This design comes from an exercise in tuning for small area on the open sky130 flow, not from production work. Function was checked by simulation only, so behaviour that the tests miss may differ from the original. Power figures rest on the tool's default switching activity, not on a simulated workload.

==> flow/design.v <==
package conv_pkg;
	typedef logic [$clog2(16)-1:0] col_t;    
	typedef logic [$clog2(12)-1:0] row_t;    
	typedef logic [3*(3 * 8)-1:0] column_t;    
endpackage
`timescale 1ns/1ps
module conv_window_top
(
	input  logic                                          i_sclk,
	input  logic                                          i_arst_n,
	input  logic                                          i_vsync,
	input  logic                                          i_valid,
	input  logic [(3 * 8)-1:0]                             i_tdata,
	output logic                                          o_vsync,
	output logic                                          o_hsync,
	output logic                                          o_valid,
	output logic [3*3*(3 * 8)-1:0]     o_tdata
);
	localparam int K       = 3;
	localparam int ROW_LEN = 16 - 1;                  
	localparam int CHAIN   = (K-1)*ROW_LEN + K;           
	localparam int NE      = K * K;
	localparam int CW      = $clog2(16);
	localparam int RW      = $clog2(12 + 1);
	logic [CW-1:0]          col;                          
	logic [RW-1:0]          row;                          
	logic                   first_pend;                   
	logic                   accept;
	logic                   win;                          
	logic [(3 * 8)-1:0]      pix_d;                        
	logic                   shift;                        
	logic [CHAIN*(3 * 8)-1:0] chain;                      
	assign accept = i_valid && !i_vsync;
	always_ff @(posedge i_sclk or negedge i_arst_n)
	begin
		if (!i_arst_n)
			row <= RW'(12);
		else if (i_vsync)
			row <= '0;
		else if (i_valid && (col == CW'(16 - 1)) && (row != RW'(12)))
			row <= row + 1'b1;
	end
	always_ff @(posedge i_sclk)
	begin
		if (i_vsync)
		begin
			col        <= '0;
			first_pend <= 1'b1;
		end
		else
		begin
			if (i_valid)
				col <= col + 1'b1;                        
			if (win)
				first_pend <= 1'b0;
		end
	end
	always_ff @(posedge i_sclk)
	begin
		pix_d <= i_tdata;
		shift <= accept && (col != CW'(16 - 1));
	end
	assign win = shift && !row[0] && (row >= RW'(K-1)) && (row < RW'(12)) &&
		col[0] && (col >= CW'(K));
	always_ff @(posedge i_sclk or negedge i_arst_n)
	begin
		if (!i_arst_n)
		begin
			o_valid <= 1'b0;
			o_hsync <= 1'b0;
			o_vsync <= 1'b0;
		end
		else
		begin
			o_valid <= win;
			o_hsync <= win && (col == CW'(K));
			o_vsync <= win && first_pend;
		end
	end
	always_ff @(posedge i_sclk)
	begin
		if (shift)
		begin
			chain <= {chain[(CHAIN-1)*(3 * 8)-1:0], pix_d};
		end
	end
	always_comb
	begin
		for (int rr = 0; rr < K; rr++)
			for (int cc = 0; cc < K; cc++)
			begin
				o_tdata[2*NE*8 + (NE-1-(rr*K+cc))*8 +: 8] = chain[((K-1-rr)*ROW_LEN + (K-1-cc))*(3 * 8) + 2*8 +: 8];
				o_tdata[  NE*8 + (NE-1-(rr*K+cc))*8 +: 8] = chain[((K-1-rr)*ROW_LEN + (K-1-cc))*(3 * 8) + 8 +: 8];
				o_tdata[            (NE-1-(rr*K+cc))*8 +: 8] = chain[((K-1-rr)*ROW_LEN + (K-1-cc))*(3 * 8) + 0 +: 8];
			end
	end
endmodule
clock: 4.0 ns
lec_check: 0
cap_margin: 0
core_margin: 2
core_utilization: 80
slew_margin: 0
buffer_ports_args: -buffer_cell sky130_fd_sc_hd__buf_1
cts_args: -sink_clustering_enable -repair_clock_nets -dont_use_dummy_load -buf_list sky130_fd_sc_hd__clkbuf_8 -sink_clustering_size 20 -sink_clustering_max_diameter 60
recover_power: 100
standard.sh (not shown) runs the stock make flow with config.mk's settings and CLKGATE_MAP_FILE= SYNTH_SCRIPT=/design/flow/synth_recipe.tcl, a recipe that flattens the netlist after the stock synthesis.
==> flow/flow/run.sh <==
#!/bin/bash
# Standard ORFS layout with two changes:
#  - port buffers use the smallest buffer cell
#  - CTS: clkbuf_8 only, larger sink clusters, no dummy loads
set -euo pipefail
cat >> config.mk <<'CFG'
export BUFFER_PORTS_ARGS = -buffer_cell sky130_fd_sc_hd__buf_1
export CTS_ARGS = -sink_clustering_enable -repair_clock_nets -dont_use_dummy_load -buf_list sky130_fd_sc_hd__clkbuf_8 -sink_clustering_size 20 -sink_clustering_max_diameter 60
export RECOVER_POWER = 100
CFG
bash standard.sh > standard.log 2>&1
The baseline finished but fails on max-capacitance violations, max-slew violations.
Next try:
--- a/flow/flow/run.sh
+++ b/flow/flow/run.sh
@@ -4,0 +5 @@
+#  - power recovery (downsizing) on half the paths after global routing
@@ -9 +10 @@
-export RECOVER_POWER = 100
+export RECOVER_POWER = 50
- CAP_MARGIN: 0 -> 20
- RECOVER_POWER: 100 -> 50
- SLEW_MARGIN: 0 -> 20
The changed run completed without violations.
Global-route usage stays the same.
Die area does not change.
Fmax grows by a few percent.
Cell count is unchanged.
Synthesized area stays the same.
Final area is about the same.
Power stays flat.
Worst setup slack improves by 57 ps.
Worst hold slack is about the same.
Sequential power barely changes.
Register-to-register slack improves by 60 ps.

-- afterwards: timing with drivers on the ports --
The flow's constraints put no driver on any port. The routed layouts listed below were extracted and timed again, unchanged, in two steps. Step 1 sets driving cells, clkbuf_16 on the clock port and buf_2 on the other inputs (assumed; they add their load-dependent delay and slew). Step 2 moves the port delays by t, midway between the first and last clock arrival at a register: inputs arrive t later, outputs are due t later. That takes back most of the time a late clock gives input paths. a / b / c = no drivers / after step 1 / after step 2; a / b = the first two.
run	shift t [ns]	setup slack, ns	worst hold slack (ns)	clock arrival spread, ns
the first run	0.628	1.353 / 1.353 / 1.353	0.061 / 0.042 / 0.364	0.044 / 0.044
the second run	0.628	1.410 / 1.410 / 1.410	0.062 / 0.042 / 0.364	0.044 / 0.044
